Context: an optimization exercise on an open-source flow, tuned for small area. The choices shown serve that exercise and are no tape-out recipe. In this exercise RTL edits were held to simulation tests only and were not proved equivalent to the original. Power is estimated from default activity; no workload was simulated.

$ cat flow/config.mk
export PLATFORM = sky130hd
export DESIGN_NAME = pacman_game
export DESIGN_NICKNAME = pacman_game
export VERILOG_FILES = /design/flow/design.v
export SDC_FILE = /design/flow/constraint.sdc
export NUM_CORES = 4
export LEC_CHECK = 0
export CAP_MARGIN = 20
export CORE_MARGIN = 2
export CORE_UTILIZATION = 30
export SLEW_MARGIN = 20
$ cat flow/constraint.sdc
create_clock -name core_clock -period 10.0 [get_ports {vga_pix_clk}]
set_input_delay 2.0000 -clock core_clock [delete_from_list [all_inputs] [get_ports {vga_pix_clk}]]
set_output_delay 2.0000 -clock core_clock [all_outputs]
set_load 0.01 [all_outputs]
$ cat flow/design.v
`default_nettype none
package game_pkg;
  typedef enum logic [1:0] {
    tile_empty = 2'd0,
    tile_wall  = 2'd1,
    tile_candy = 2'd2,
    tile_power = 2'd3
  } tile_t;
  typedef logic [5:0] col_t;
  typedef logic [5:0] row_t;
  typedef logic [8:0] px_t;
  typedef struct packed {
    col_t col;
    row_t row;
  } tile_pos_t;
  typedef struct packed {
    px_t  sx;
    px_t  sy;
    logic de;
    logic frame_stb;
  } beam_t;
  typedef struct packed {
    logic [3:0] r;
    logic [3:0] g;
    logic [3:0] b;
  } rgb_t;
  typedef enum logic [2:0] {
    dir_none  = 3'd0,
    dir_up    = 3'd1,
    dir_down  = 3'd2,
    dir_left  = 3'd3,
    dir_right = 3'd4
  } dir_t;
  typedef logic [11:0] score_t;
  localparam rgb_t col_black  = 12'h000;
  localparam rgb_t col_wall   = 12'h00F;
  localparam rgb_t col_candy  = 12'hFFF;
  localparam rgb_t col_power  = 12'hF80;
  localparam rgb_t col_player = 12'hFF0;
  localparam score_t candy_points = 12'd1;
  localparam score_t power_points = 12'd10;
endpackage
`default_nettype wire
`default_nettype none
`timescale 1ns/1ps
module map_store #(
  parameter int MAP_COLS = 28,
  parameter int MAP_ROWS = 36
) (
  input  wire logic                vga_pix_clk,
  input  wire logic                rst,
  input  wire game_pkg::tile_pos_t rd_addr,
  output logic                     rd_eaten,
  input  wire game_pkg::tile_pos_t pb_addr,
  input  wire logic                pb_we,
  output logic                     pb_eaten,
  output logic                     map_ready
);
  localparam int FILL_CYCLES = MAP_COLS * MAP_ROWS + 1;
  function automatic logic [9:0] lfsr_step(input logic [9:0] s);
    lfsr_step = {s[8:0], ~(s[9] ^ s[6])};
  endfunction
  function automatic logic [9:0] lfsr_at(input int n);
    logic [9:0] s;
    s = '0;
    for (int i = 0; i < n; i++) s = lfsr_step(s);
    lfsr_at = s;
  endfunction
  localparam logic [9:0] LFSR_LAST = lfsr_at(FILL_CYCLES - 1);
  logic [9:0] lfsr;
  logic       ready_q;
  always_ff @(posedge vga_pix_clk) begin
    if (rst) begin
      lfsr    <= '0;
      ready_q <= 1'b0;
    end else begin
      lfsr    <= lfsr_step(lfsr);
      ready_q <= ready_q | (lfsr == LFSR_LAST);
    end
  end
  assign map_ready = ready_q;
  function automatic logic is_wall(input int c, input int r);
    is_wall = (c == 0) || (c == MAP_COLS - 1) || (r == 0) || (r == MAP_ROWS - 1) ||
              ((c % 4 == 2) && (r % 4 == 2));
  endfunction
  logic [MAP_ROWS-1:0][MAP_COLS-1:0] eaten;
  logic [MAP_ROWS-1:0]               wr_row;
  logic [MAP_COLS-1:0]               wr_col;
  always_comb begin
    for (int r = 0; r < MAP_ROWS; r++) wr_row[r] = pb_we && (pb_addr.row == 6'(r));
    for (int c = 0; c < MAP_COLS; c++) wr_col[c] = (pb_addr.col == 6'(c));
  end
  for (genvar r = 0; r < MAP_ROWS; r++) begin : g_row
    for (genvar c = 0; c < MAP_COLS; c++) begin : g_col
      if (is_wall(c, r)) begin : g_wall
        assign eaten[r][c] = 1'b0;
      end else begin : g_tile
        logic bit_q;
        always_ff @(posedge vga_pix_clk) begin
          if (rst) begin
            bit_q <= 1'b0;
          end else if (wr_row[r] && wr_col[c]) begin
            bit_q <= 1'b1;
          end
        end
        assign eaten[r][c] = bit_q;
      end
    end
  end
  assign rd_eaten = eaten[rd_addr.row][rd_addr.col];
  assign pb_eaten = eaten[pb_addr.row][pb_addr.col];
endmodule
`default_nettype wire
`default_nettype none
`timescale 1ns/1ps
module player_ctrl #(
  parameter int MAP_COLS  = 28,
  parameter int MAP_ROWS  = 36,
  parameter int START_COL = 2,
  parameter int START_ROW = 1
) (
  input  wire logic                vga_pix_clk,
  input  wire logic                rst,
  input  wire logic                frame_stb,
  input  wire logic                map_ready,
  input  wire logic                btn_up,
  input  wire logic                btn_down,
  input  wire logic                btn_left,
  input  wire logic                btn_right,
  input  wire logic                pb_eaten,
  output logic                     pb_we,
  output game_pkg::tile_pos_t      pac_tile,
  output game_pkg::score_t         score
);
  logic st_look, st_step, st_taste, st_eat;
  logic idle;
  logic mv_q, vert_q, neg_q;
  logic       blocked;
  logic       power_here;
  logic       ate;
  assign idle = !(st_look | st_step | st_taste | st_eat);
  always_ff @(posedge vga_pix_clk) begin
    if (rst) begin
      st_look  <= 1'b0;
      st_step  <= 1'b0;
      st_taste <= 1'b0;
      st_eat   <= 1'b0;
    end else begin
      st_look  <= idle && frame_stb && map_ready;
      st_step  <= st_look;
      st_taste <= st_step;
      st_eat   <= st_taste;
    end
  end
  always_ff @(posedge vga_pix_clk) begin
    if (idle) begin
      mv_q   <= btn_up | btn_down | btn_left | btn_right;
      vert_q <= btn_up | btn_down;
      neg_q  <= btn_up | (!btn_down && btn_left);
    end
  end
  always_comb begin
    if (vert_q) begin
      blocked = neg_q ? (pac_tile.row == 6'd1) : (pac_tile.row == 6'(MAP_ROWS - 2));
      blocked = blocked || (pac_tile.col[1:0] == 2'd2 &&
                            pac_tile.row[1:0] == (neg_q ? 2'd3 : 2'd1));
    end else begin
      blocked = neg_q ? (pac_tile.col == 6'd1) : (pac_tile.col == 6'(MAP_COLS - 2));
      blocked = blocked || (pac_tile.row[1:0] == 2'd2 &&
                            pac_tile.col[1:0] == (neg_q ? 2'd3 : 2'd1));
    end
  end
  always_ff @(posedge vga_pix_clk) begin
    if (rst) begin
      pac_tile <= {6'(START_COL), 6'(START_ROW)};
    end else if (st_step && mv_q && !blocked) begin
      if (vert_q) pac_tile.row <= neg_q ? pac_tile.row - 1'b1 : pac_tile.row + 1'b1;
      else        pac_tile.col <= neg_q ? pac_tile.col - 1'b1 : pac_tile.col + 1'b1;
    end
  end
  assign power_here = (pac_tile.col == 6'd1 || pac_tile.col == 6'(MAP_COLS - 2)) &&
                      (pac_tile.row == 6'd1 || pac_tile.row == 6'(MAP_ROWS - 2));
  assign ate   = st_eat && !pb_eaten;
  assign pb_we = st_eat;
  always_ff @(posedge vga_pix_clk) begin
    if (rst) begin
      score <= '0;
    end else if (ate) begin
      score <= score + (power_here ? game_pkg::power_points : game_pkg::candy_points);
    end
  end
endmodule
`default_nettype wire
`default_nettype none
`timescale 1ns/1ps
module pixel_renderer #(
  parameter int MAP_COLS = 28,
  parameter int MAP_ROWS = 36,
  parameter int TILE_PX  = 8
) (
  input  wire logic                vga_pix_clk,
  input  wire logic                rst,
  input  wire game_pkg::beam_t     beam,
  input  wire logic                map_ready,
  input  wire game_pkg::tile_pos_t pac_tile,
  output game_pkg::tile_pos_t      rd_addr,
  input  wire logic                rd_eaten,
  output game_pkg::rgb_t           rgb
);
  localparam int OW = $clog2(TILE_PX);
  logic [8-OW:0] tile_x, tile_y;
  logic [OW-1:0] ox, oy;
  logic          in_map, hit, wall, power, dot_small, dot_big;
  logic [2:0]    cls;
  logic [2:0]    cls1, cls2;
  assign tile_x = beam.sx[8:OW];
  assign tile_y = beam.sy[8:OW];
  assign ox     = beam.sx[OW-1:0];
  assign oy     = beam.sy[OW-1:0];
  assign in_map = (tile_x < MAP_COLS) && (tile_y < MAP_ROWS);
  assign rd_addr.col = tile_x[5:0];
  assign rd_addr.row = tile_y[5:0];
  assign hit   = (rd_addr == pac_tile);
  assign wall  = (tile_x == 0) || (tile_x == MAP_COLS - 1) ||
                 (tile_y == 0) || (tile_y == MAP_ROWS - 1) ||
                 (tile_x[1:0] == 2'd2 && tile_y[1:0] == 2'd2);
  assign power = (tile_x == 1 || tile_x == MAP_COLS - 2) &&
                 (tile_y == 1 || tile_y == MAP_ROWS - 2);
  assign dot_small = (ox == 3'd3 || ox == 3'd4) && (oy == 3'd3 || oy == 3'd4);
  assign dot_big   = (ox >= 3'd2 && ox <= 3'd5) && (oy >= 3'd2 && oy <= 3'd5);
  always_comb begin
    if (!beam.de || !map_ready || !in_map) cls = 3'b000;
    else if (hit)                          cls = 3'b110;
    else if (wall)                         cls = 3'b001;
    else if (rd_eaten)                     cls = 3'b000;
    else if (power)                        cls = dot_big ? 3'b100 : 3'b000;
    else                                   cls = dot_small ? 3'b111 : 3'b000;
  end
  always_ff @(posedge vga_pix_clk) begin
    if (rst) begin
      cls1 <= 3'b000;
      cls2 <= 3'b000;
    end else begin
      cls1 <= cls;
      cls2 <= cls1;
    end
  end
  assign rgb = {{4{cls2[2]}}, cls2[2], {3{cls2[1]}}, {4{cls2[0]}}};
endmodule
`default_nettype wire
`default_nettype none
`timescale 1ns/1ps
module pacman_game #(
  parameter int MAP_COLS  = 28,
  parameter int MAP_ROWS  = 36,
  parameter int TILE_PX   = 8,
  parameter int START_COL = 2,
  parameter int START_ROW = 1
) (
  input  wire logic            vga_pix_clk,
  input  wire logic            rst,
  input  wire game_pkg::beam_t beam,
  input  wire logic            btn_up,
  input  wire logic            btn_down,
  input  wire logic            btn_left,
  input  wire logic            btn_right,
  output game_pkg::rgb_t       rgb,
  output game_pkg::score_t     score,
  output game_pkg::tile_pos_t  pac_tile
);
  game_pkg::tile_pos_t rd_addr;
  logic                rd_eaten;
  logic                pb_we;
  logic                pb_eaten;
  logic                map_ready;
  map_store #(
    .MAP_COLS (MAP_COLS),
    .MAP_ROWS (MAP_ROWS)
  ) u_map_store (
    .vga_pix_clk (vga_pix_clk),
    .rst         (rst),
    .rd_addr     (rd_addr),
    .rd_eaten    (rd_eaten),
    .pb_addr     (pac_tile),
    .pb_we       (pb_we),
    .pb_eaten    (pb_eaten),
    .map_ready   (map_ready)
  );
  player_ctrl #(
    .MAP_COLS  (MAP_COLS),
    .MAP_ROWS  (MAP_ROWS),
    .START_COL (START_COL),
    .START_ROW (START_ROW)
  ) u_player_ctrl (
    .vga_pix_clk (vga_pix_clk),
    .rst         (rst),
    .frame_stb   (beam.frame_stb),
    .map_ready   (map_ready),
    .btn_up      (btn_up),
    .btn_down    (btn_down),
    .btn_left    (btn_left),
    .btn_right   (btn_right),
    .pb_eaten    (pb_eaten),
    .pb_we       (pb_we),
    .pac_tile    (pac_tile),
    .score       (score)
  );
  pixel_renderer #(
    .MAP_COLS (MAP_COLS),
    .MAP_ROWS (MAP_ROWS),
    .TILE_PX  (TILE_PX)
  ) u_pixel_renderer (
    .vga_pix_clk (vga_pix_clk),
    .rst         (rst),
    .beam        (beam),
    .map_ready   (map_ready),
    .pac_tile    (pac_tile),
    .rd_addr     (rd_addr),
    .rd_eaten    (rd_eaten),
    .rgb         (rgb)
  );
endmodule
`default_nettype wire
$ cat flow/run.sh
#!/bin/bash
# synth_recipe.tcl (not shown) runs the flow's synth.tcl, then flattens the netlist and writes it again
# the make line also repeats each setting of config.mk as NAME=value (left out here)
make -C /OpenROAD-flow-scripts/flow DESIGN_CONFIG=/design/flow/config.mk WORK_HOME=/design/flow/orfs CLKGATE_MAP_FILE= SYNTH_SCRIPT=/design/flow/synth_recipe.tcl finish
==> run_results.csv, run 1 <==
group,metric,value,unit
status,status,"timing/DRC/antenna clean",
yosys,syn_area,43800,um2
pwr,clkPwrFrac,47.5,%
pwr,p_total,0.00788,W
pwr,netSwitchingPower,0.00200,W
sta,fmax,146,MHz
yosys,synth-edff-count,3,
clock_network,clk_pin_slew_worst_paths,60,ps
yosys,syn_inst,4724,
setup_path,rrSetupSlack,3170,ps
setup_path,end_kind,"register",
detailed_routing,vias,38800,
sta,worst_pin_slew,1260,ps
detailed_routing,drt_iter0_drc,5762,
clock_network,cts.htree.levels,3,
global_routing,antenna_found_initial,10,
worst_hold_path,hold_depth,1,
die,rows,140,
clock_network,numCtsBuffers,96,
pwr,comb_power_share,8.5,%
detailed_routing,viasPerCell,5.95,
finish,fin_area,49200,um2
die,dieArea,149000,um2
finish,layoutNonFillerInstCount,6522,
yosys,postSynthAreaPerCell,9.27,um2
clock_network,clock_path_buffers,3,
clock_network,cts_setup_buffers,0,
finish,drive_gt1_share,15.9,%
setup_path,criticalPathCategory,"reg -> reg",
placed_design,hpwl,99.2,mm
yosys,yosys_warnings,3,
sta,timing.setup.tns,0,ps
sta,rsz0062_at_grt,"false",
sta,setup_violations,0,
pwr,seqPwrFrac,44.0,%
detailed_routing,route.detailed.drc,0,
die,ioPinCount,62,
finish,nets,4617,
placed_design,io_buffers,61,
yosys,synth_top_family_by_area,"multiplexers",
clock_network,clock_latency,710,ps
yosys,ys_seq_area_share,39.8,%
setup_path,r2r_end,"u_player_ctrl.score[11]",
setup_path,slowest_delay,910,ps
sta,slew_headroom,14.6,%
setup_path,crit_path_start_kind,"register",
die,die_y,386,um
worst_hold_path,hold_end,"u_map_store.lfsr[2]",
global_routing,gr-usage-all-layers,22.0,%
worst_hold_path,holdCritStartpoint,"u_map_store.lfsr[1]",
pwr,p_int,0.00588,W
clock_network,cts_num_sinks,869,
setup_path,cpMaxStageDelayCell,"o31ai_1",
die,start_util,30.1,%
yosys,yosysUniqueCellTypes,88,
sta,finalMaxSlewViolations,0,
global_routing,grt_max_degree,223,
yosys,synth_compound_gate_area_share,17.8,%
detailed_routing,ant_nets,0,
setup_path,cp_cell_sequence,"inv_1 -> ha_1 -> inv_1 -> fa_4 -> inv_2 -> buf_4 -> buf_4 -> a221oi_1 -> o21ai_0 -> a211oi_1 -> o31ai_1 -> a221oi_2 -> a311oi_4 -> nand2_1 -> nor3b_1 -> mux2_4",
sta,finalHoldViolations,0,
clock_network,root_buffer,"clkbuf_16",
pwr,power.density,160,nW/um2
detailed_routing,routed_wl,169,mm
setup_path,critical_path_required,10580,ps
detailed_routing,wl_per_cell,25.9,um
yosys,synth_mux_area_share,21.2,%
setup_path,timing.rr.start,"u_player_ctrl.pac_tile[0]",
sta,finClkSkew,41.6,ps
pwr,leakage,17.7,nW
yosys,synth_simple_gate_area_share,12.7,%
clock_network,cts_resized,0,
yosys,synthArstFlopShare,0,%
flow_run,maxCapViolations,0,
sta,fin_crit_sh,68.3,%
clock_network,cts_tree,"yes",
setup_path,cp_max_fo,24,
detailed_routing,dr.pass1.iters,6,
pwr,power_switching_share,25.4,%
clock_network,cts_hold_buf,0,
die,core_area,145000,um2
setup_path,cp.arrival,7410,ps
pwr,irDropWorstVdd,0.124,mV
worst_hold_path,hp-class,"reg -> reg",
placed_design,place_area,45900,um2
global_routing,overflow,0,
yosys,synthAdderAreaFrac,2.26,%
placed_design,dp_cells,6339,
setup_path,rr_worst_depth,16,
sta,post-route-min-period,6830,ps
die,die_w,386,um
finish,fillers,14800,
global_routing,grt_pass1_vias,35900,
finish,areaGrowthSynthToFinish,12.4,%
global_routing,grt_pass1_wl,247,mm
placed_design,place_congestion,0.945,
finish,final_core_util,33.9,%
yosys,ys_ff_latch,869,
yosys,synth_xor_area_share,0.995,%
yosys,ys.flop_type,"dfxtp_1",
[cell families (layout without fill, tap and decap cells)]
kind of cell | Yosys count | in the layout
DFF | 869 | 869
adders and majority gates | 70 | 70
other | 0 | 4
and+or+nand+nor | 1332 | 1332
AOI/OAI and AO/OA | 1328 | 1328
muxes | 574 | 574
xor gates and xnor gates | 48 | 48
buffers and inverters | 503 | 380
[stage by stage]
step	setup slack, ps	hold WS (ps)
2_1_floorplan	4600	414
3_3_place_gp	2840	446
3_5_place_dp	2820	453
4_1_cts	3520	462
5_1_grt	3090	478
6_report	3170	459
[power by group through the flow]
stage	sequential (W)	clock, W	combinational (W)
after global routing	0.00346	0.00392	0.000694
after CTS	0.00347	0.00377	0.000644
after floorplan	0.00354	0	0.000415
after global placement	0.00354	0	0.000635
final	0.00347	0.00374	0.000673
after detailed placement	0.00354	0	0.000641
[cell usage after synthesis, types with 18 or more instances]
| master | number | area share [%] |
|---|---|---|
| nor2_1 | 968 | 8.3 |
| a21oi_1 | 900 | 10 |
| dfxtp_1 | 866 | 40 |
| clkbuf_1 | 312 | 2.7 |
| mux4_2 | 267 | 14 |
| mux2i_1 | 174 | 4.0 |
| nand2_1 | 135 | 1.2 |
| mux2_2 | 124 | 3.2 |
| o21ai_0 | 73 | 0.83 |
| a221oi_1 | 62 | 1.2 |
| buf_2 | 61 | 0.70 |
| ha_1 | 55 | 1.6 |
| buf_4 | 40 | 0.69 |
| nand3_1 | 40 | 0.46 |
| o2bb2ai_1 | 40 | 0.80 |
| xnor2_1 | 38 | 0.76 |
| inv_1 | 36 | 0.31 |
| nor2b_1 | 34 | 0.49 |
| buf_1 | 30 | 0.26 |
| a22oi_1 | 29 | 0.50 |
| o211ai_1 | 24 | 0.41 |
| o22ai_1 | 24 | 0.34 |
| a211oi_1 | 22 | 0.38 |
| and2_1 | 22 | 0.31 |
| nand4_1 | 21 | 0.30 |
| nor3_1 | 21 | 0.24 |
| nand2b_1 | 20 | 0.29 |
| a31oi_1 | 19 | 0.27 |
| a221o_1 | 18 | 0.41 |
| buf_6 | 18 | 0.46 |
[registers in the layout, indices dropped and copies added (netlist names)]
| register | cells |
|---|---|
| u_player_ctrl.st_taste | 1 |
| u_player_ctrl.st_look | 1 |
| u_player_ctrl.score | 12 |
| u_player_ctrl.neg_q | 1 |
| u_player_ctrl.vert_q | 1 |
| u_player_ctrl.st_eat | 1 |
| u_player_ctrl.st_step | 1 |
| u_player_ctrl.pac_tile | 12 |
| u_map_store.ready_q | 1 |
| u_map_store.lfsr | 10 |
| u_player_ctrl.mv_q | 1 |
| u_pixel_renderer.cls1 | 3 |
| u_pixel_renderer.cls2 | 3 |
| u_map_store.g_row.g_col.g_tile.bit_q | 821 |
[layout by cell type, fill, tap and decap left out, types with 36 or more instances in the layout]
| cell | Yosys | layout |
|---|---|---|
| inv_1 | 36 | 36 |
| ha_1 | 55 | 53 |
| nand2_1 | 135 | 135 |
| a221oi_1 | 62 | 62 |
| buf_4 | 40 | 93 |
| nand3_1 | 40 | 40 |
| a21oi_1 | 900 | 900 |
| dfxtp_1 | 866 | 864 |
| o21ai_0 | 73 | 73 |
| o2bb2ai_1 | 40 | 40 |
| clkdlybuf4s50_1 | 0 | 58 |
| mux2i_1 | 174 | 174 |
| mux4_2 | 267 | 267 |
| clkbuf_16 | 0 | 97 |
| mux2_2 | 124 | 124 |
| nor2_1 | 968 | 934 |
[critical path, delay by kind of cell, from the launching register on]
family | cells | cell delay, ps
fa+ha+maj | 2 | 1260
simple gates | 2 | 430
mux | 1 | 310
buf+inv | 5 | 1850
flops | 1 | 710
compound gates | 6 | 2030
[area by class of cell]
type                    count  area (um2)  area share, %
repair buffers            162        1470           2.99
multi-input cells        3352       24400           49.6
clock inverters            31         420          0.854
inverters                  40         153          0.310
diodes                      4        10.0         0.0203
well taps                1917        2400           4.87
flip-flops and latches    869       17400           35.4
clock buffers             147        2910           5.90
[how the worst max path moves through the flow]
stage	startpoint	to	cells past startpoint
4_1_cts	u_player_ctrl.pac_tile[0]	u_player_ctrl.score[11]	16
6_report	u_player_ctrl.pac_tile[0]	u_player_ctrl.score[11]	16
2_1_floorplan	beam[5]	u_pixel_renderer.cls1[0]	12
3_5_place_dp	beam[6]	u_pixel_renderer.cls1[2]	14
5_1_grt	u_player_ctrl.pac_tile[0]	u_player_ctrl.score[11]	16
3_3_place_gp	beam[7]	u_pixel_renderer.cls1[2]	14
[metal layers]
layer,part of all wire (%),up-vias,GRT usage (%)
met3,11,535,5.06
li1,-,16700,-
met5,0.022,-,0
met1,40,19200,29.4
met2,43,2448,32.7
met4,6.0,4,12.0
==> inputs of run 2 (changes only) <==
--- a/flow/design.v
+++ b/flow/design.v
@@ -84,11 +84,18 @@
               ((c % 4 == 2) && (r % 4 == 2));
   endfunction
   logic [MAP_ROWS-1:0][MAP_COLS-1:0] eaten;
-  logic [MAP_ROWS-1:0]               wr_row;
-  logic [MAP_COLS-1:0]               wr_col;
+  logic [MAP_ROWS-1:0]               pb_row, rd_row, rd_hits;
+  logic [MAP_COLS-1:0]               pb_col, rd_col;
+  logic [MAP_ROWS-1:0]               pb_hits;
   always_comb begin
-    for (int r = 0; r < MAP_ROWS; r++) wr_row[r] = pb_we && (pb_addr.row == 6'(r));
-    for (int c = 0; c < MAP_COLS; c++) wr_col[c] = (pb_addr.col == 6'(c));
+    for (int r = 0; r < MAP_ROWS; r++) begin
+      pb_row[r] = (pb_addr.row == 6'(r));
+      rd_row[r] = (rd_addr.row == 6'(r));
+    end
+    for (int c = 0; c < MAP_COLS; c++) begin
+      pb_col[c] = (pb_addr.col == 6'(c));
+      rd_col[c] = (rd_addr.col == 6'(c));
+    end
   end
   for (genvar r = 0; r < MAP_ROWS; r++) begin : g_row
     for (genvar c = 0; c < MAP_COLS; c++) begin : g_col
@@ -99,16 +106,18 @@
         always_ff @(posedge vga_pix_clk) begin
           if (rst) begin
             bit_q <= 1'b0;
-          end else if (wr_row[r] && wr_col[c]) begin
+          end else if (pb_we && pb_row[r] && pb_col[c]) begin
             bit_q <= 1'b1;
           end
         end
         assign eaten[r][c] = bit_q;
       end
     end
+    assign rd_hits[r] = |(eaten[r] & rd_col);
+    assign pb_hits[r] = |(eaten[r] & pb_col);
   end
-  assign rd_eaten = eaten[rd_addr.row][rd_addr.col];
-  assign pb_eaten = eaten[pb_addr.row][pb_addr.col];
+  assign rd_eaten = |(rd_hits & rd_row);
+  assign pb_eaten = |(pb_hits & pb_row);
 endmodule
 `default_nettype wire
 `default_nettype none
==> run 2 against run 1 <==
  * Setup slack better by 530 ps
  * Sequential power hardly changed
  * Still clean on timing, DRC and antenna
  * Via count is 9.0% higher
  * Highest routed layer unchanged
  * Non-clock buffer count is 72 higher
  * Sequential share of layout area is 3.6 points higher
  * Flip-flop and latch count stayed put
  * Register-to-register slack better by 530 ps
  * Critical path depth is 2 lower
  * Clock skew is 14 ps lower
  * Critical endpoint is now u_player_ctrl.score[6]
==> run_results.csv, run 2 <==
group,metric,value,unit
finish,mostFrequentLayoutCells,"937 x nor2_1, 862 x dfxtp_1, 857 x a21oi_1",
yosys,ys.flop_type,"dfxtp_1",
pwr,clkPwrFrac,51.4,%
die,start_util,30.3,%
setup_path,crit_path_start_kind,"register",
sta,setup_violations,0,
finish,nets,4667,
yosys,synth-edff-count,3,
global_routing,overflow,0,
finish,layoutNonFillerInstCount,6388,
clock_network,clock_latency,680,ps
detailed_routing,dr.pass1.iters,10,
detailed_routing,vias,42300,
setup_path,cp.arrival,6870,ps
global_routing,grt_pass1_vias,38700,
yosys,yosys.area.top_type,"dfxtp_1",
yosys,synthArstFlopShare,0,%
sta,worst_pin_slew,1260,ps
placed_design,io_buffers,61,
detailed_routing,route.detailed.drc,0,
finish,final_common_cell,"nor2_1",
sta,fmax,159,MHz
flow_run,maxCapViolations,0,
sta,finalMaxSlewViolations,0,
yosys,synth_common_cells,"967 x nor2_1, 866 x dfxtp_1, 857 x a21oi_1, 533 x a22oi_1, 331 x clkbuf_1",
sta,rsz0062_at_grt,"false",
die,core_area,128000,um2
placed_design,dp_cells,6190,
pwr,netSwitchingPower,0.00167,W
finish,largestRegisters,"u_map_store.g_row.g_col.g_tile.bit_q: 821 flops, u_player_ctrl.pac_tile: 12 flops, u_player_ctrl.score: 12 flops",
status,status,"timing/DRC/antenna clean",
sta,timing.setup.tns,0,ps
yosys,ys_ff_latch,869,
sta,finClkSkew,28.0,ps
clock_network,cts.htree.levels,3,
setup_path,critical_path_required,10570,ps
worst_hold_path,hp-class,"reg -> reg",
yosys,ys_seq_area_share,44.9,%
pwr,comb_power_share,2.0,%
setup_path,path_buf_inv,3,
yosys,yosysUniqueCellTypes,86,
setup_path,cp_cell_sequence,"ha_2 -> buf_4 -> or3b_1 -> nor2_4 -> buf_4 -> buf_4 -> a22o_1 -> nor4_1 -> a31oi_1 -> o21ai_0 -> o2111a_1 -> o211ai_2 -> nor4_1 -> mux2_2",
sta,timing.hold.ws,459,ps
finish,top_register,"u_map_store.g_row.g_col.g_tile.bit_q",
pwr,irDropWorstVdd,0.127,mV
detailed_routing,routed_wl,203,mm
sta,fin_ws,3700,ps
pwr,leakage,15.4,nW
sta,finalHoldViolations,0,
detailed_routing,wl_per_cell,31.8,um
clock_network,cts_resized,0,
detailed_routing,ant_nets,0,
clock_network,cts_hold_buf,0,
die,die_w,364,um
setup_path,criticalPathCategory,"reg -> reg",
clock_network,numCtsBuffers,97,
global_routing,gr-usage-all-layers,29.6,%
placed_design,dp_slack,3190,ps
die,die_y,364,um
global_routing,grt_pass1_wl,286,mm
clock_network,clock_path_buffers,3,
yosys,syn_area,38800,um2
pwr,power_switching_share,22.4,%
setup_path,cpMaxStageDelayCell,"or3b_1",
placed_design,place_congestion,1.06,
placed_design,hpwl,126,mm
sta,fin_crit_sh,63.0,%
pwr,p_int,0.00579,W
yosys,synth.top_cell.area_share,44.7,%
setup_path,end_kind,"register",
die,dieArea,132000,um2
setup_path,cp_max_fo,25,
clock_network,clk_pin_slew_worst_paths,60,ps
global_routing,grt_max_degree,212,
detailed_routing,drt_iter0_drc,8961,
setup_path,cp_common_cell,"buf_4",
yosys,yosys_warnings,3,
yosys,postSynthAreaPerCell,8.13,um2
clock_network,cts_tree,"yes",
yosys,yosysMostFrequentCell,"nor2_1",
pwr,power.density,167,nW/um2
detailed_routing,viasPerCell,6.63,
pwr,seqPwrFrac,46.5,%
global_routing,antenna_found_initial,19,
clock_network,root_buffer,"clkbuf_16",
yosys,synth_area_leaders,"dfxtp_1 45%, a21oi_1 11%, a22oi_1 10%",
sta,post-route-min-period,6300,ps
setup_path,cp_top_family,"simple AND/OR/NAND/NOR gates",
worst_hold_path,holdCritStartpoint,"u_map_store.lfsr[2]",
clock_network,cts_num_sinks,869,
finish,drive_gt1_share,9.39,%
setup_path,crit_path_start,"u_player_ctrl.pac_tile[6]",
finish,areaGrowthSynthToFinish,15.1,%
sta,slew_headroom,15.0,%
clock_network,cts_setup_buffers,0,
die,ioPinCount,62,
die,rows,131,
yosys,syn_inst,4772,
finish,largest_reg_flops,821,
setup_path,timing.rr.start,"u_player_ctrl.pac_tile[6]",
setup_path,slowest_delay,750,ps
finish,final_core_util,34.9,%
==> run 2: cell types whose count changed after synthesis, moves of 60 or more <==
cell	before	now
and3_1	16	125
mux2i_1	174	40
buf_1	30	90
mux2_2	124	13
a22oi_1	29	533
a22o_1	4	67
mux4_2	267	1
==> run 2: layout make-up <==
type	count	area, um2
Tap cell	1662	2080
Clock buffer	141	2870
Timing Repair Buffer	234	1940
Inverter	20	75.1
Antenna cell	20	50.0
Sequential cell	869	17400
Fill cell	13200	83200
Multi-Input combinational cell	3405	19700
Clock inverter	37	522
==> run 2: routing by layer <==
layer | vias up | part of all wire (%) | global-route usage [%]
li1 | 17200 | - | -
met1 | 19800 | 36 | 36.7
met2 | 4159 | 39 | 40.6
met3 | 1225 | 17 | 13.1
met4 | 6 | 8.6 | 20.5
met5 | - | 0.023 | 0
==> run 2: metrics by stage <==
| stage | instance area (um2) | power [W] |
|---|---|---|
| final | 44600 | 0.00745 |
| after global routing | 44600 | 0.00760 |
| after CTS | 44600 | 0.00745 |
| after detailed placement | 41200 | 0.00368 |
| after global placement | 41200 | 0.00368 |
| after floorplan | 38800 | 0.00362 |
==> run 2: final timing paths <==
kind | end | slack (ps) | cells after the start
worst max register to register | u_player_ctrl.score[6] | 3700 | 14
worst max-delay path | u_player_ctrl.score[6] | 3700 | 14
worst min-delay path | u_map_store.lfsr[3] | 460 | 1
worst min register to register | u_map_store.lfsr[3] | 460 | 1
==> run 2: kinds of logic (layout without fill, tap and decap cells) <==
logic type                 count (synthesis)  count (layout)  synth area share, %
AOI/OAI and AO/OA                       1730            1730                 28.6
xor gates and xnor gates                  29              29                0.655
adders and majority gates                 14              14                0.471
buffers and inverters                    498             432                 5.24
DFF                                      869             869                 44.9
muxes                                     54              54                 1.47
other                                      0              20                    0
and+or+nand+nor                         1578            1578                 18.6
==> run 2: power groups by stage <==
stage	Clock (W)	Sequential, W	Combinational (W)
after floorplan	0	0.00354	0.0000792
after global placement	0	0.00354	0.000140
after detailed placement	0	0.00354	0.000141
after CTS	0.00384	0.00347	0.000142
after global routing	0.00398	0.00346	0.000153
final	0.00383	0.00347	0.000153
==> inputs of run 3 (changes only) <==
--- a/flow/design.v
+++ b/flow/design.v
@@ -83,10 +83,24 @@
     is_wall = (c == 0) || (c == MAP_COLS - 1) || (r == 0) || (r == MAP_ROWS - 1) ||
               ((c % 4 == 2) && (r % 4 == 2));
   endfunction
-  logic [MAP_ROWS-1:0][MAP_COLS-1:0] eaten;
-  logic [MAP_ROWS-1:0]               pb_row, rd_row, rd_hits;
-  logic [MAP_COLS-1:0]               pb_col, rd_col;
-  logic [MAP_ROWS-1:0]               pb_hits;
+  function automatic int row_tiles(input int r);
+    row_tiles = 0;
+    for (int c = 0; c < MAP_COLS; c++) if (!is_wall(c, r)) row_tiles++;
+  endfunction
+  function automatic int tile_col(input int r, input int k);
+    int n;
+    n = 0;
+    tile_col = 0;
+    for (int c = 0; c < MAP_COLS; c++) begin
+      if (!is_wall(c, r)) begin
+        if (n == k) tile_col = c;
+        n++;
+      end
+    end
+  endfunction
+  logic [MAP_ROWS-1:0] pb_row, rd_row;
+  logic [MAP_COLS-1:0] pb_col, rd_col;
+  logic [MAP_ROWS-1:0] pb_hits, rd_hits;
   always_comb begin
     for (int r = 0; r < MAP_ROWS; r++) begin
       pb_row[r] = (pb_addr.row == 6'(r));
@@ -98,29 +112,56 @@
     end
   end
   for (genvar r = 0; r < MAP_ROWS; r++) begin : g_row
-    for (genvar c = 0; c < MAP_COLS; c++) begin : g_col
-      if (is_wall(c, r)) begin : g_wall
-        assign eaten[r][c] = 1'b0;
-      end else begin : g_tile
-        logic bit_q;
-        always_ff @(posedge vga_pix_clk) begin
-          if (rst) begin
-            bit_q <= 1'b0;
-          end else if (pb_we && pb_row[r] && pb_col[c]) begin
-            bit_q <= 1'b1;
+    localparam int N  = row_tiles(r);
+    localparam int NG = (N + 2) / 3;
+    if (N == 0) begin : g_none
+      assign pb_hits[r] = 1'b0;
+      assign rd_hits[r] = 1'b0;
+    end else begin : g_some
+      logic [3*NG-1:0] q, pb_sel, rd_sel;
+      logic [NG-1:0]   pb_grp_n, rd_grp_n;
+      for (genvar k = 0; k < 3 * NG; k++) begin : g_tile
+        if (k < N) begin : g_open
+          localparam int C = tile_col(r, k);
+          logic bit_q;
+          always_ff @(posedge vga_pix_clk) begin
+            if (rst) begin
+              bit_q <= 1'b0;
+            end else if (pb_we && pb_row[r] && pb_col[C]) begin
+              bit_q <= 1'b1;
+            end
           end
+          assign q[k]      = bit_q;
+          assign pb_sel[k] = pb_col[C];
+          assign rd_sel[k] = rd_col[C];
+        end else begin : g_pad
+          assign q[k]      = 1'b0;
+          assign pb_sel[k] = 1'b0;
+          assign rd_sel[k] = 1'b0;
         end
-        assign eaten[r][c] = bit_q;
       end
+      for (genvar g = 0; g < NG; g++) begin : g_grp
+        aoi222 u_pb (.a(pb_sel[3*g +: 3]), .b(q[3*g +: 3]), .y_n(pb_grp_n[g]));
+        aoi222 u_rd (.a(rd_sel[3*g +: 3]), .b(q[3*g +: 3]), .y_n(rd_grp_n[g]));
+      end
+      assign pb_hits[r] = !(&pb_grp_n);
+      assign rd_hits[r] = !(&rd_grp_n);
     end
-    assign rd_hits[r] = |(eaten[r] & rd_col);
-    assign pb_hits[r] = |(eaten[r] & pb_col);
   end
   assign rd_eaten = |(rd_hits & rd_row);
   assign pb_eaten = |(pb_hits & pb_row);
 endmodule
 `default_nettype wire
 `default_nettype none
+module aoi222 (
+  input  wire logic [2:0] a,
+  input  wire logic [2:0] b,
+  output logic            y_n
+);
+  assign y_n = !((a[0] & b[0]) | (a[1] & b[1]) | (a[2] & b[2]));
+endmodule
+`default_nettype wire
+`default_nettype none
 `timescale 1ns/1ps
 module player_ctrl #(
   parameter int MAP_COLS  = 28,
@@ -179,12 +220,17 @@
                             pac_tile.col[1:0] == (neg_q ? 2'd3 : 2'd1));
     end
   end
+  logic [5:0] coord, stepped;
+  logic       do_move;
+  assign coord   = vert_q ? pac_tile.row : pac_tile.col;
+  assign stepped = coord + {{5{neg_q}}, 1'b1};
+  assign do_move = st_step && mv_q && !blocked;
   always_ff @(posedge vga_pix_clk) begin
     if (rst) begin
       pac_tile <= {6'(START_COL), 6'(START_ROW)};
-    end else if (st_step && mv_q && !blocked) begin
-      if (vert_q) pac_tile.row <= neg_q ? pac_tile.row - 1'b1 : pac_tile.row + 1'b1;
-      else        pac_tile.col <= neg_q ? pac_tile.col - 1'b1 : pac_tile.col + 1'b1;
+    end else if (do_move) begin
+      if (vert_q) pac_tile.row <= stepped;
+      else        pac_tile.col <= stepped;
     end
   end
   assign power_here = (pac_tile.col == 6'd1 || pac_tile.col == 6'(MAP_COLS - 2)) &&
@@ -195,7 +241,7 @@
     if (rst) begin
       score <= '0;
     end else if (ate) begin
-      score <= score + (power_here ? game_pkg::power_points : game_pkg::candy_points);
+      score <= score + {8'd0, power_here, 1'b0, power_here, !power_here};
     end
   end
 endmodule
--- a/flow/config.mk
+++ b/flow/config.mk
@@ -8,4 +8,9 @@
 export CAP_MARGIN = 20
 export CORE_MARGIN = 2
 export CORE_UTILIZATION = 30
+export CTS_BUF_LIST = sky130_fd_sc_hd__clkbuf_8
+export CTS_CLUSTER_DIAMETER = 50
+export CTS_CLUSTER_SIZE = 24
 export SLEW_MARGIN = 20
+export SYNTH_HIERARCHICAL = 1
+export SYNTH_MINIMUM_KEEP_SIZE = 0
==> run 3 against run 2 <==
  * Still clean
  * Non-clock buffer count down 72
  * Flip-flop and latch count unchanged
  * Clock skew up 32 ps
  * Via count down 15%
  * Routed wire length shrank 30%
  * Combinational power rose by 26%
  * Clock-buffer cell count is 44 lower
  * Synthesized cell count is 16% lower
  * Critical path type unchanged
==> run_results.csv, run 3 <==
group,metric,value,unit
die,die_w,350,um
placed_design,place_congestion,0.910,
setup_path,cp_cell_sequence,"nand2b_1 -> nand2b_1 -> nor2_4 -> buf_4 -> buf_4 -> a222oi_1 -> nand4_1 -> o311ai_0 -> nand4_1 -> nor4_1 -> nand4_1 -> nor2b_1 -> o21ai_1 -> or3_1 -> a21oi_1",
global_routing,gr-usage-all-layers,22.0,%
yosys,syn_inst,4024,
setup_path,rr_worst_depth,15,
status,status,"timing/DRC/antenna clean",
sta,fin_crit_sh,68.1,%
setup_path,critical_path_required,10660,ps
sta,setup_violations,0,
setup_path,r2r_end,"u_player_ctrl.score[6]",
clock_network,clk_pin_slew_worst_paths,100,ps
global_routing,grt_pass1_wl,208,mm
worst_hold_path,hold_depth,1,
yosys,synth_simple_gate_area_share,16.6,%
yosys,synth_common_cells,"890 x nor2_1, 866 x dfxtp_1, 831 x a21oi_1, 576 x a222oi_1, 130 x clkbuf_1",
pwr,irDropWorstVdd,0.0995,mV
clock_network,cts_hold_buf,0,
yosys,syn_area,35900,um2
yosys,synthAdderAreaFrac,0.356,%
yosys,yosysUniqueCellTypes,76,
worst_hold_path,hold_end,"u_pixel_renderer.cls2[2]",
yosys,synth.top_cell.area_share,48.3,%
die,start_util,30.3,%
worst_hold_path,hp-class,"reg -> reg",
finish,final_core_util,34.7,%
clock_network,cts.htree.levels,3,
detailed_routing,drt_iter0_drc,8513,
clock_network,clock_path_buffers,3,
setup_path,cpMaxStageDelayCell,"o311ai_0",
yosys,synth_mux_area_share,0.408,%
setup_path,end_kind,"register",
pwr,leakage,13.9,nW
setup_path,cp.arrival,7480,ps
finish,nets,4220,
yosys,synthArstFlopShare,0,%
yosys,postSynthAreaPerCell,8.92,um2
sta,finalHoldViolations,0,
pwr,comb_power_share,3.1,%
sta,slew_headroom,16.4,%
die,die_y,350,um
sta,rsz0062_at_grt,"false",
detailed_routing,route.detailed.drc,0,
detailed_routing,dr.pass1.iters,15,
sta,timing.setup.tns,0,ps
pwr,power_switching_share,26.4,%
yosys,synth_xor_area_share,0.659,%
placed_design,hpwl,85.0,mm
global_routing,antenna_found_initial,4,
sta,worst_pin_slew,1240,ps
finish,drive_gt1_share,8.76,%
die,rows,126,
finish,final_common_cell,"dfxtp_1",
finish,fin_area,41100,um2
yosys,synth-edff-count,3,
detailed_routing,viasPerCell,6.13,
detailed_routing,vias,35900,
clock_network,cts_resized,0,
clock_network,cts_tree,"yes",
placed_design,place_area,39100,um2
finish,multi_input_area,18200,um2
placed_design,io_buffers,61,
finish,mostFrequentLayoutCells,"866 x dfxtp_1, 861 x nor2_1, 831 x a21oi_1",
finish,largestRegisters,"u_map_store.g_row.g_some.g_tile.g_open.bit_q: 821 flops, u_player_ctrl.pac_tile: 12 flops, u_player_ctrl.score: 12 flops",
yosys,yosys_warnings,9,
setup_path,timing.rr.start,"u_player_ctrl.pac_tile[9]",
worst_hold_path,holdCritStartpoint,"u_pixel_renderer.cls1[2]",
finish,seqCellArea,17400,um2
clock_network,cts_setup_buffers,0,
detailed_routing,routed_wl,142,mm
finish,areaGrowthSynthToFinish,14.6,%
setup_path,rrSetupSlack,3190,ps
pwr,netSwitchingPower,0.00164,W
setup_path,cp_common_cell,"nand4_1",
global_routing,grt_pass1_vias,32500,
pwr,seqPwrFrac,56.0,%
yosys,synth_area_leaders,"dfxtp_1 48%, a222oi_1 16%, a21oi_1 12%",
yosys,yosysMostFrequentCell,"nor2_1",
global_routing,overflow,0,
yosys,ys.flop_type,"dfxtp_1",
setup_path,cp_max_fo,38,
clock_network,clock_latency,790,ps
detailed_routing,ant_nets,0,
flow_run,maxCapViolations,0,
sta,finClkSkew,60.3,ps
yosys,synth_top_family_by_area,"compound AO/OA/AOI/OAI gates",
pwr,clkPwrFrac,40.9,%
die,core_area,118000,um2
yosys,synth_compound_gate_area_share,29.8,%
sta,fin_ws,3190,ps
setup_path,crit_path_start_kind,"register",
yosys,ys_seq_area_share,48.6,%
placed_design,dp_slack,2890,ps
finish,fillers,12300,
setup_path,slowest_delay,910,ps
pwr,p_int,0.00455,W
global_routing,grt_max_degree,232,
finish,top_register,"u_map_store.g_row.g_some.g_tile.g_open.bit_q",
setup_path,criticalPathCategory,"reg -> reg",
sta,finalMaxSlewViolations,0,
yosys,yosys.area.top_type,"dfxtp_1",
detailed_routing,wl_per_cell,24.3,um
sta,post-route-min-period,6810,ps
clock_network,numCtsBuffers,91,
yosys,ys_ff_latch,869,
clock_network,root_buffer,"clkbuf_8",
die,dieArea,122000,um2
die,ioPinCount,62,
pwr,power.density,150,nW/um2
sta,fmax,147,MHz
clock_network,cts_num_sinks,869,
finish,largest_reg_flops,821,
==> run 3: worst max-delay path by stage <==
stage                                          from                        to  slack, ps  cells past startpoint
after floorplan                            beam[15]  u_pixel_renderer.cls1[0]       3980                     13
after global placement                     beam[17]  u_pixel_renderer.cls1[2]       2820                     15
after detailed placement                   beam[17]  u_pixel_renderer.cls1[2]       2890                     15
after CTS                 u_player_ctrl.pac_tile[9]    u_player_ctrl.score[6]       3530                     15
after global routing                       beam[17]  u_pixel_renderer.cls1[2]       3210                     15
final                     u_player_ctrl.pac_tile[9]    u_player_ctrl.score[6]       3190                     15
==> run 3: cell type report <==
type / instances / area share (%)
antenna: 2 / 0.0122
clock buffer: 97 / 3.25
clock inverter: 70 / 1.60
inverter: 8 / 0.0730
multi-input combinational: 3053 / 44.2
sequential: 869 / 42.4
tap: 1600 / 4.87
timing repair buffer: 162 / 3.60
==> run 3: power by group through the flow <==
stage	clock (W)	sequential, W	combinational, W
3_5_place_dp	0	0.00354	0.000184
2_1_floorplan	0	0.00354	0.000116
3_3_place_gp	0	0.00354	0.000184
4_1_cts	0.00257	0.00346	0.000185
6_report	0.00253	0.00346	0.000193
5_1_grt	0.00271	0.00346	0.000204
==> run 3: per-layer routing <==
| metal | global-route usage, % | wire, um |
|---|---|---|
| met2 | 33.3 | 60500 |
| met3 | 5.04 | 17800 |
| met1 | 29.5 | 57100 |
| met5 | 0 | 49 |
| met4 | 10.7 | 7030 |
==> run 3: cells by family (layout without fill, tap and decap cells) <==
kind of cell	after synthesis	in the layout
DFF	869	869
xor gates and xnor gates	27	27
buffers and inverters	273	337
other	1	174
adders and majority gates	9	9
muxes	14	14
and+or+nand+nor	1328	1328
AOI/OAI and AO/OA	1503	1503
==> run 3: metrics by stage <==
stage / instances / power [W] / hold slack [ps]
after floorplan: 4195 / 0.00366 / 414
after global placement: 5691 / 0.00373 / 418
after detailed placement: 5692 / 0.00373 / 428
after CTS: 5859 / 0.00622 / 447
after global routing: 5861 / 0.00638 / 462
final: 5861 / 0.00619 / 448
==> run 3: worst max-delay path, delay by kind of cell (launching register included) <==
kind | cells | cell delay, ps
AND/OR/NAND/NOR | 9 | 3440
AO/OA/AOI/OAI | 4 | 1740
flip-flops | 1 | 820
buffers and inverters | 2 | 650
==> inputs of run 4 (changes only) <==
==> flow/flow/run.sh (new file) <==
#!/bin/bash
# Own layout flow: the standard flow (standard.sh, with the standard
# synthesis unchanged), except that clock tree synthesis inserts no dummy
# loads and builds the tree from clkbuf_8 cells, and the ports are buffered
# with the smallest buffer. make's output goes to standard_flow.log; each
# ORFS step keeps its own log under orfs/logs/.
set -euo pipefail
export CTS_ARGS="-sink_clustering_enable -repair_clock_nets -dont_use_dummy_load -buf_list {sky130_fd_sc_hd__clkbuf_8} -sink_clustering_size 24 -sink_clustering_max_diameter 50"
export BUFFER_PORTS_ARGS="-buffer_cell sky130_fd_sc_hd__buf_1"
bash standard.sh finish > standard_flow.log 2>&1
==> flow/standard.sh (new file) <==
#!/bin/bash
# synth_recipe.tcl (not shown) runs the flow's synth.tcl, then flattens the netlist and writes it again
# the make line also repeats each setting of config.mk as NAME=value (left out here)
make -C /OpenROAD-flow-scripts/flow DESIGN_CONFIG=/design/flow/config.mk WORK_HOME=/design/flow/orfs CLKGATE_MAP_FILE= SYNTH_SCRIPT=/design/flow/synth_recipe.tcl "${@:-finish}"
removed: flow/run.sh
==> run 4 against run 3 <==
  * Flip-flop and latch count unchanged
  * Sequential share of layout area increased by 1.1 points
  * Total power decreased by 7.6%
  * Setup slack improved by 260 ps
  * Core utilization decreased by 0.85 points
  * Critical path type unchanged
  * Sequential power about the same
  * Hold slack got worse by 20 ps
  * Routed wire length increased by 0.78%
  * Final cell count decreased by 0.99%
  * Register-to-register slack improved by 260 ps
==> run_results.csv, run 4 <==
group,metric,value,unit
yosys,synth.top_cell.area_share,48.3,%
finish,mostFrequentLayoutCells,"866 x dfxtp_1, 861 x nor2_1, 831 x a21oi_1",
setup_path,criticalPathCategory,"reg -> reg",
global_routing,grt_pass1_wl,209,mm
placed_design,place_congestion,0.932,
die,core_area,118000,um2
global_routing,gr-max-usage-layer,"met2",
yosys,postSynthAreaPerCell,8.92,um2
detailed_routing,route.detailed.drc,0,
sta,timing.hold.ws,428,ps
clock_network,cts_setup_buffers,0,
finish,top_register,"u_map_store.g_row.g_some.g_tile.g_open.bit_q",
clock_network,root_buffer,"clkbuf_8",
finish,nets,4239,
flow_run,maxCapViolations,0,
setup_path,cp_max_fo,68,
detailed_routing,vias,36000,
finish,drive_gt1_share,7.52,%
setup_path,crit_path_start,"u_player_ctrl.pac_tile[7]",
clock_network,cts_num_sinks,869,
clock_network,cts.htree.levels,3,
sta,finalHoldViolations,0,
yosys,ys_ff_latch,869,
global_routing,grt_pass1_vias,32200,
pwr,p_total,0.00572,W
finish,final_core_util,33.9,%
sta,finalMaxSlewViolations,0,
die,die_w,350,um
global_routing,overflow,0,
yosys,synth-edff-count,3,
sta,setup_violations,0,
yosys,yosys_warnings,9,
detailed_routing,wl_per_cell,24.7,um
sta,rsz0062_at_grt,"false",
yosys,syn_inst,4024,
yosys,synth_area_leaders,"dfxtp_1 48%, a222oi_1 16%, a21oi_1 12%",
sta,post-route-min-period,6550,ps
yosys,yosysUniqueCellTypes,76,
placed_design,io_buffers,61,
die,rows,126,
sta,worst_pin_slew,1160,ps
sta,slew_headroom,21.7,%
worst_hold_path,hold_depth,1,
global_routing,antenna_found_initial,4,
placed_design,place_area,38700,um2
setup_path,crit_path_start_kind,"register",
setup_path,critical_path_required,10630,ps
sta,fmax,153,MHz
clock_network,numCtsBuffers,97,
sta,fin_crit_sh,65.5,%
worst_hold_path,holdCritStartpoint,"u_pixel_renderer.cls1[2]",
finish,fin_area,40100,um2
clock_network,cts_hold_buf,0,
detailed_routing,drt_iter0_drc,9270,
pwr,irDropWorstVdd,0.0981,mV
finish,areaGrowthSynthToFinish,11.8,%
yosys,syn_area,35900,um2
sta,timing.setup.tns,0,ps
clock_network,clock_path_buffers,3,
yosys,ys_seq_area_share,48.6,%
die,start_util,30.3,%
yosys,synthArstFlopShare,0,%
finish,largestRegisters,"u_map_store.g_row.g_some.g_tile.g_open.bit_q: 821 flops, u_player_ctrl.pac_tile: 12 flops, u_player_ctrl.score: 12 flops",
global_routing,grtUsageMet2,32.5,%
clock_network,clock_latency,790,ps
global_routing,grt_max_degree,216,
setup_path,rrSetupSlack,3450,ps
yosys,synth_common_cells,"890 x nor2_1, 866 x dfxtp_1, 831 x a21oi_1, 576 x a222oi_1, 130 x clkbuf_1",
worst_hold_path,hp-class,"reg -> reg",
detailed_routing,dr.pass1.iters,15,
status,status,"timing/DRC/antenna clean",
placed_design,hpwl,85.2,mm
global_routing,gr-usage-all-layers,22.2,%
global_routing,grt_util_met3,6.11,%
detailed_routing,ant_nets,0,
die,ioPinCount,62,
clock_network,cts_tree,"yes",
detailed_routing,viasPerCell,6.20,
detailed_routing,routed_wl,144,mm
die,die_y,350,um
setup_path,rr_worst_depth,14,
setup_path,timing.rr.start,"u_player_ctrl.pac_tile[7]",
pwr,leakage,13.5,nW
yosys,ys.flop_type,"dfxtp_1",
yosys,yosysMostFrequentCell,"nor2_1",
die,dieArea,122000,um2
setup_path,end_kind,"register",
setup_path,cp.arrival,7180,ps
finish,final_common_cell,"dfxtp_1",
clock_network,cts_resized,0,
finish,largest_reg_flops,821,
global_routing,use_met1,30.3,%
pwr,power.density,142,nW/um2
yosys,yosys.area.top_type,"dfxtp_1",
clock_network,clk_pin_slew_worst_paths,80,ps
sta,finClkSkew,98.0,ps
[run 4: cell counts after synthesis]
Identical to the previous run, type by type.
[run 4: final timing paths]
kind,end
worst min register to register,u_pixel_renderer.cls2[2]
worst min-delay path,u_pixel_renderer.cls2[2]
worst max-delay path,u_player_ctrl.score[10]
worst max register to register,u_player_ctrl.score[10]
[run 4: routing by layer]
layer,wire [um],up-vias
met2,59400,2512
met1,57500,17200
met3,20100,390
li1,-,15800
met5,30,-
met4,6540,4
[run 4: worst max-delay path: stages, from the launching register on]
cell,delay [ps]
dfxtp_1,940
nand2b_1,440
nand2b_1,430
nor2_4,80
buf_12,260
a222oi_1,370
nand2_1,170
o311ai_0,920
nand4_1,400
nor4_1,720
nand4_1,420
nor2b_1,440
o21ai_1,270
or3_1,400
a21oi_1,140
[run 4: area by class of cell]
| type | count | area (um2) |
|---|---|---|
| timing repair buffer | 175 | 1190 |
| inverter | 8 | 30.0 |
| fill | 12300 | 78300 |
| multi-input combinational | 3053 | 18100 |
| antenna | 1 | 2.50 |
| clock buffer | 97 | 1340 |
| tap | 1600 | 2000 |
| sequential | 869 | 17400 |
[run 4: metrics by stage]
step                setup slack (ps)  instances
global placement                3120       5700
global route                    3270       5803
CTS                             3590       5797
finish                          3450       5803
floorplan                       3980       4195
detailed placement              3150       5700
[run 4: cells by family after synthesis]
group,Yosys count,share of synthesized area (%)
flip-flops,869,48.6
AO/OA/AOI/OAI,1503,29.8
adder cells (fa/ha/maj),9,0.356
AND/OR/NAND/NOR,1328,16.6
multiplexers,14,0.408
buffers and inverters,273,3.62
other,1,0.0104
XOR/XNOR,27,0.659
[run 4: report_power, final]
group	internal (W)	total [W]	leakage [nW]	switching (W)
clock network	0.000856	0.00207	0.697	0.00121
registers	0.00346	0.00346	7.00	0.00000231
logic	0.0000423	0.000185	5.82	0.000142
==> inputs of run 5 (changes only) <==
--- a/flow/design.v
+++ b/flow/design.v
@@ -118,31 +118,34 @@
       assign pb_hits[r] = 1'b0;
       assign rd_hits[r] = 1'b0;
     end else begin : g_some
-      logic [3*NG-1:0] q, pb_sel, rd_sel;
-      logic [NG-1:0]   pb_grp_n, rd_grp_n;
-      for (genvar k = 0; k < 3 * NG; k++) begin : g_tile
-        if (k < N) begin : g_open
-          localparam int C = tile_col(r, k);
-          logic bit_q;
-          always_ff @(posedge vga_pix_clk) begin
-            if (rst) begin
-              bit_q <= 1'b0;
-            end else if (pb_we && pb_row[r] && pb_col[C]) begin
-              bit_q <= 1'b1;
-            end
+      logic [N-1:0]  q, pb_sel, rd_sel;
+      logic [NG-1:0] pb_grp_n, rd_grp_n;
+      for (genvar k = 0; k < N; k++) begin : g_tile
+        localparam int C = tile_col(r, k);
+        logic bit_q;
+        always_ff @(posedge vga_pix_clk) begin
+          if (rst) begin
+            bit_q <= 1'b0;
+          end else if (pb_we && pb_row[r] && pb_col[C]) begin
+            bit_q <= 1'b1;
           end
-          assign q[k]      = bit_q;
-          assign pb_sel[k] = pb_col[C];
-          assign rd_sel[k] = rd_col[C];
-        end else begin : g_pad
-          assign q[k]      = 1'b0;
-          assign pb_sel[k] = 1'b0;
-          assign rd_sel[k] = 1'b0;
         end
+        assign q[k]      = bit_q;
+        assign pb_sel[k] = pb_col[C];
+        assign rd_sel[k] = rd_col[C];
       end
       for (genvar g = 0; g < NG; g++) begin : g_grp
-        aoi222 u_pb (.a(pb_sel[3*g +: 3]), .b(q[3*g +: 3]), .y_n(pb_grp_n[g]));
-        aoi222 u_rd (.a(rd_sel[3*g +: 3]), .b(q[3*g +: 3]), .y_n(rd_grp_n[g]));
+        localparam int W = (N - 3 * g < 3) ? N - 3 * g : 3;
+        if (W == 3) begin : g_3
+          aoi222 u_pb (.a(pb_sel[3*g +: 3]), .b(q[3*g +: 3]), .y_n(pb_grp_n[g]));
+          aoi222 u_rd (.a(rd_sel[3*g +: 3]), .b(q[3*g +: 3]), .y_n(rd_grp_n[g]));
+        end else if (W == 2) begin : g_2
+          assign pb_grp_n[g] = !((pb_sel[3*g] & q[3*g]) | (pb_sel[3*g+1] & q[3*g+1]));
+          assign rd_grp_n[g] = !((rd_sel[3*g] & q[3*g]) | (rd_sel[3*g+1] & q[3*g+1]));
+        end else begin : g_1
+          assign pb_grp_n[g] = !(pb_sel[3*g] & q[3*g]);
+          assign rd_grp_n[g] = !(rd_sel[3*g] & q[3*g]);
+        end
       end
       assign pb_hits[r] = !(&pb_grp_n);
       assign rd_hits[r] = !(&rd_grp_n);
==> flow/config.mk (replaced) <==
export PLATFORM = sky130hd
export DESIGN_NAME = pacman_game
export DESIGN_NICKNAME = pacman_game
export VERILOG_FILES = /design/flow/design.v
export SDC_FILE = /design/flow/constraint.sdc
export NUM_CORES = 4
export LEC_CHECK = 0
export CAP_MARGIN = 5
export CORE_MARGIN = 2
export CORE_UTILIZATION = 30
export SLEW_MARGIN = 5
export SYNTH_HIERARCHICAL = 1
export SYNTH_MINIMUM_KEEP_SIZE = 0
==> run 5 against run 4 <==
  * Still clean
  * Final cell count fell by 3.7%
  * Total power fell by 1.7%
  * First-iteration DRC count fell by 9.0%
  * Die area fell by 0.71%
  * Via count fell by 1.4%
  * Hold slack improved by 14 ps
  * Design area fell by 2.3%
  * Routed wire length fell by 2.4%
  * Sequential power barely moved
  * Fmax fell by 1.8%
  * Largest power group unchanged
==> run_results.csv, run 5 <==
group,metric,value,unit
status,status,"timing/DRC/antenna clean",
finish,final_common_cell,"nor2_1",
setup_path,crit_path_start_kind,"input pin",
pwr,irDropWorstVdd,0.0791,mV
clock_network,numCtsBuffers,93,
finish,mostFrequentLayoutCells,"888 x nor2_1, 866 x dfxtp_1, 850 x a21oi_1",
clock_network,clk_pin_slew_worst_paths,70,ps
placed_design,hpwl,81.4,mm
yosys,synth.top_cell.area_share,48.7,%
yosys,synth-edff-count,3,
yosys,yosysUniqueCellTypes,90,
yosys,postSynthAreaPerCell,8.80,um2
yosys,syn_area,35600,um2
sta,finalMaxSlewViolations,0,
setup_path,cp.arrival,7260,ps
die,start_util,30.2,%
yosys,synthAdderAreaFrac,0.358,%
clock_network,clock_latency,760,ps
finish,largestRegisters,"u_map_store.g_row.g_some.g_tile.bit_q: 821 flops, u_player_ctrl.pac_tile: 12 flops, u_player_ctrl.score: 12 flops",
sta,fin_ws,3330,ps
finish,drive_gt1_share,7.54,%
sta,setup_violations,0,
clock_network,clock_path_buffers,3,
clock_network,cts.htree.levels,3,
detailed_routing,ant_nets,0,
yosys,synth_compound_gate_area_share,29.5,%
yosys,ys_seq_area_share,48.9,%
setup_path,cp_max_fo,20,
finish,largest_reg_flops,821,
detailed_routing,vias,35500,
placed_design,place_congestion,0.928,
finish,top_register,"u_map_store.g_row.g_some.g_tile.bit_q",
finish,multi_input_area,17200,um2
pwr,leakage,12.8,nW
sta,timing.setup.tns,0,ps
finish,seqCellArea,17400,um2
sta,fin_crit_sh,66.7,%
global_routing,grt_max_degree,155,
finish,fillers,12400,
die,core_area,118000,um2
finish,layoutNonFillerInstCount,5586,
setup_path,end_kind,"register",
setup_path,critical_path_required,10590,ps
finish,areaGrowthSynthToFinish,10.0,%
global_routing,antenna_found_initial,3,
pwr,power.density,143,nW/um2
clock_network,cts_tree,"yes",
setup_path,criticalPathCategory,"in -> reg",
yosys,synth_mux_area_share,0.411,%
finish,fin_area,39200,um2
die,ioPinCount,62,
placed_design,place_area,37900,um2
global_routing,gr-usage-all-layers,21.9,%
detailed_routing,wl_per_cell,25.1,um
sta,slew_headroom,15.9,%
global_routing,grt_pass1_vias,32600,
yosys,synthArstFlopShare,0,%
die,dieArea,122000,um2
detailed_routing,route.detailed.drc,0,
sta,rsz0062_at_grt,"false",
yosys,synth_area_leaders,"dfxtp_1 49%, a222oi_1 14%, a21oi_1 12%",
yosys,synth_common_cells,"924 x nor2_1, 866 x dfxtp_1, 850 x a21oi_1, 508 x a222oi_1, 214 x clkbuf_1",
sta,timing.hold.ws,441,ps
detailed_routing,viasPerCell,6.35,
yosys,yosys_warnings,9,
detailed_routing,routed_wl,140,mm
yosys,syn_inst,4047,
worst_hold_path,hp-class,"reg -> reg",
yosys,synth_xor_area_share,0.664,%
yosys,yosys.area.top_type,"dfxtp_1",
yosys,yosysMostFrequentCell,"nor2_1",
yosys,ys.flop_type,"dfxtp_1",
finish,nets,4084,
die,die_y,349,um
global_routing,overflow,0,
clock_network,cts_setup_buffers,0,
die,die_w,349,um
placed_design,io_buffers,61,
clock_network,root_buffer,"clkbuf_8",
sta,post-route-min-period,6670,ps
sta,fmax,150,MHz
detailed_routing,drt_iter0_drc,8433,
clock_network,cts_num_sinks,869,
yosys,synth_top_family_by_area,"compound AO/OA/AOI/OAI gates",
clock_network,cts_hold_buf,0,
global_routing,grt_pass1_wl,207,mm
flow_run,maxCapViolations,0,
sta,worst_pin_slew,1260,ps
sta,finalHoldViolations,0,
clock_network,cts_resized,0,
placed_design,dp_cells,5489,
yosys,synth_simple_gate_area_share,16.4,%
placed_design,dp_slack,2880,ps
detailed_routing,dr.pass1.iters,14,
sta,finClkSkew,97.5,ps
die,rows,126,
yosys,ys_ff_latch,869,
run 5: worst max-delay path, stage by stage:
cell       delay (ps)
buf_1             510
nor2b_1           570
nand2_1           370
nor2_4            700
buf_4             520
a222oi_1          190
nand4_1           180
a211oi_1           90
a2111oi_0         960
a31o_2            220
a22oi_1           130
nand3_1           370
inv_1             100
a221oi_2          250
nor3_1             70
run 5: final timing paths:
path	startpoint	to	slack [ps]	cells past startpoint
max	beam[14]	u_pixel_renderer.cls1[0]	3330	15
min	u_pixel_renderer.cls1[1]	u_pixel_renderer.cls2[1]	440	1
max reg2reg	u_player_ctrl.pac_tile[9]	u_player_ctrl.score[10]	3920	16
min reg2reg	u_pixel_renderer.cls1[1]	u_pixel_renderer.cls2[1]	440	1
run 5: stage by stage:
stage / utilization [%] / power, W
floorplan: - / 0.00364
global placement: 32.1 / 0.00369
detailed placement: 32.1 / 0.00369
CTS: 33.2 / 0.00565
global route: 33.2 / 0.00579
finish: 33.2 / 0.00562
run 5: logic make-up after synthesis:
group,count (synthesis)
AND/OR/NAND/NOR,1328
multiplexers,14
adder cells (fa/ha/maj),9
buffers and inverters,301
flip-flops,869
AO/OA/AOI/OAI,1499
XOR/XNOR,27
run 5: metal layers:
metal  global-route usage [%]  wire length [um]  vias to the layer above
met3                     4.74             16700                      504
met4                     12.1              8140                        2
li1                         -                 -                    15600
met1                     28.8             54900                    17000
met5                        0                13                        -
met2                     33.1             60400                     2415
run 5: layout make-up:
cell class | instances | area share (%)
antenna | 3 | 0.0192
clock buffer | 93 | 3.27
inverter | 16 | 0.153
multi-input combinational | 2877 | 44.0
sequential | 869 | 44.5
tap | 1536 | 4.90
timing repair buffer | 192 | 3.23
run 5: power breakdown:
group	total, W	switching [W]	internal [W]
Combinational	0.000151	0.000124	0.0000270
Sequential	0.00346	0.00000225	0.00346
Clock	0.00200	0.00118	0.000823
==> inputs of run 6 (changes only) <==
==> flow/flow/run.sh (replaced) <==
#!/bin/bash
# Own layout flow: the standard flow (standard.sh, with the standard
# synthesis unchanged), except that clock tree synthesis inserts no dummy
# loads and builds the tree from clkbuf_8 cells, and the ports are buffered
# with the smallest buffer. make's output goes to standard_flow.log; each
# ORFS step keeps its own log under orfs/logs/.
set -euo pipefail
export CTS_ARGS="-sink_clustering_enable -repair_clock_nets -dont_use_dummy_load -buf_list {sky130_fd_sc_hd__clkbuf_8} -sink_clustering_size 16 -sink_clustering_max_diameter 80"
export BUFFER_PORTS_ARGS="-buffer_cell sky130_fd_sc_hd__buf_1"
bash standard.sh finish > standard_flow.log 2>&1
==> run 6 against run 5 <==
  * Still clean
  * Via count decreased by 0.91%
  * Fmax about the same
  * Non-clock buffer count unchanged
  * Hold slack better by 3.7 ps
  * Design area decreased by 0.95%
  * Final cell count down 0.50%
  * Setup slack better by 3.8 ps
  * Sequential share of layout area rose by 0.43 points
  * Sequential power is essentially flat
  * Critical path type unchanged
  * Critical endpoint unchanged
==> run_results.csv, run 6 <==
group,metric,value,unit
finish,largestRegisters,"u_map_store.g_row.g_some.g_tile.bit_q: 821 flops, u_player_ctrl.pac_tile: 12 flops, u_player_ctrl.score: 12 flops",
worst_hold_path,hold_depth,1,
setup_path,slowest_delay,950,ps
worst_hold_path,hold_end,"u_pixel_renderer.cls2[1]",
yosys,synth_area_leaders,"dfxtp_1 49%, a222oi_1 14%, a21oi_1 12%",
setup_path,rrSetupSlack,3920,ps
worst_hold_path,holdCritStartpoint,"u_pixel_renderer.cls1[1]",
finish,areaGrowthSynthToFinish,8.96,%
die,die_w,349,um
status,status,"timing/DRC/antenna clean",
die,dieArea,122000,um2
sta,setup_violations,0,
setup_path,cp.arrival,7220,ps
placed_design,hpwl,81.4,mm
sta,finalHoldViolations,0,
yosys,synthArstFlopShare,0,%
sta,slew_headroom,11.4,%
global_routing,grt_pass1_wl,206,mm
clock_network,cts_hold_buf,0,
pwr,netSwitchingPower,0.00125,W
flow_run,maxCapViolations,0,
sta,fin_crit_sh,66.7,%
setup_path,criticalPathCategory,"in -> reg",
global_routing,antenna_found_initial,2,
yosys,ys_ff_latch,869,
setup_path,path_buf_inv,3,
finish,largest_reg_flops,821,
setup_path,r2r_end,"u_player_ctrl.score[10]",
detailed_routing,route.detailed.drc,0,
sta,worst_pin_slew,1320,ps
pwr,power.density,138,nW/um2
setup_path,end_kind,"register",
setup_path,timing.rr.start,"u_player_ctrl.pac_tile[9]",
finish,fillers,12400,
yosys,synth-edff-count,3,
pwr,power_switching_share,23.5,%
setup_path,cpMaxStageDelayCell,"a2111oi_0",
clock_network,cts_num_sinks,869,
clock_network,clk_pin_slew_worst_paths,90,ps
detailed_routing,vias,35200,
setup_path,critical_path_required,10550,ps
finish,final_common_cell,"nor2_1",
clock_network,cts_setup_buffers,0,
die,die_y,349,um
finish,multi_input_area,17200,um2
pwr,clkPwrFrac,32.3,%
die,core_area,118000,um2
clock_network,clock_path_buffers,3,
==> run 6: area by class of cell <==
cell class	instances	area share, %
flip-flops and latches	869	44.9
multi-input cells	2877	44.4
well taps	1536	4.95
repair buffers	192	3.26
clock buffers	66	2.34
inverters	16	0.155
diodes	2	0.0129
==> run 6: worst max-delay path by stage <==
stage / depth (start not counted) / to / startpoint
4_1_cts: 14 / u_pixel_renderer.cls1[0] / beam[16]
3_5_place_dp: 15 / u_pixel_renderer.cls1[0] / beam[14]
2_1_floorplan: 14 / u_pixel_renderer.cls1[0] / beam[17]
5_1_grt: 15 / u_pixel_renderer.cls1[0] / beam[14]
6_report: 15 / u_pixel_renderer.cls1[0] / beam[14]
3_3_place_gp: 13 / u_pixel_renderer.cls1[0] / beam[16]
==> run 6: cell families after synthesis <==
| group | Yosys count | synth area share, % |
|---|---|---|
| XOR/XNOR | 27 | 0.664 |
| multiplexers | 14 | 0.411 |
| AO/OA/AOI/OAI | 1499 | 29.5 |
| adder cells (fa/ha/maj) | 9 | 0.358 |
| buffers and inverters | 301 | 3.72 |
| AND/OR/NAND/NOR | 1328 | 16.4 |
| flip-flops | 869 | 48.9 |
==> run 6: per-stage QoR <==
| step | setup WS, ps | area [um2] | hold slack, ps | util (%) | instances |
|---|---|---|---|---|---|
| 2_1_floorplan | 3650 | 35600 | 414 | - | 4047 |
| 3_3_place_gp | 2970 | 37900 | 424 | 32.1 | 5489 |
| 3_5_place_dp | 2880 | 37900 | 427 | 32.1 | 5489 |
| 4_1_cts | 3590 | 38800 | 444 | 32.9 | 5555 |
| 5_1_grt | 3000 | 38800 | 461 | 32.9 | 5557 |
| 6_report | 3330 | 38800 | 445 | 32.9 | 5558 |
==> run 6: power by group through the flow <==
stage | Clock [W] | Sequential [W] | Combinational [W]
CTS | 0.00176 | 0.00346 | 0.000146
detailed placement | 0 | 0.00354 | 0.000146
global route | 0.00188 | 0.00347 | 0.000158
global placement | 0 | 0.00354 | 0.000145
floorplan | 0 | 0.00354 | 0.0000924
finish | 0.00172 | 0.00346 | 0.000152
==> run 6: metal layers <==
layer  GRT usage [%]  vias up  routed length [um]
met5               0        -                   0
met4            11.8        0                7480
met3            4.41      465               16700
met2            33.3     2382               61000
met1            28.8    16800               54600
li1                -    15500                   -

Check on run 6: ideal ports give 3.332 ns setup slack; a clkbuf_16 on the clock port and buf_2 on the inputs give 3.372 ns; moving port delays by the midpoint clock arrival (0.730 ns) as well gives 2.642 ns.
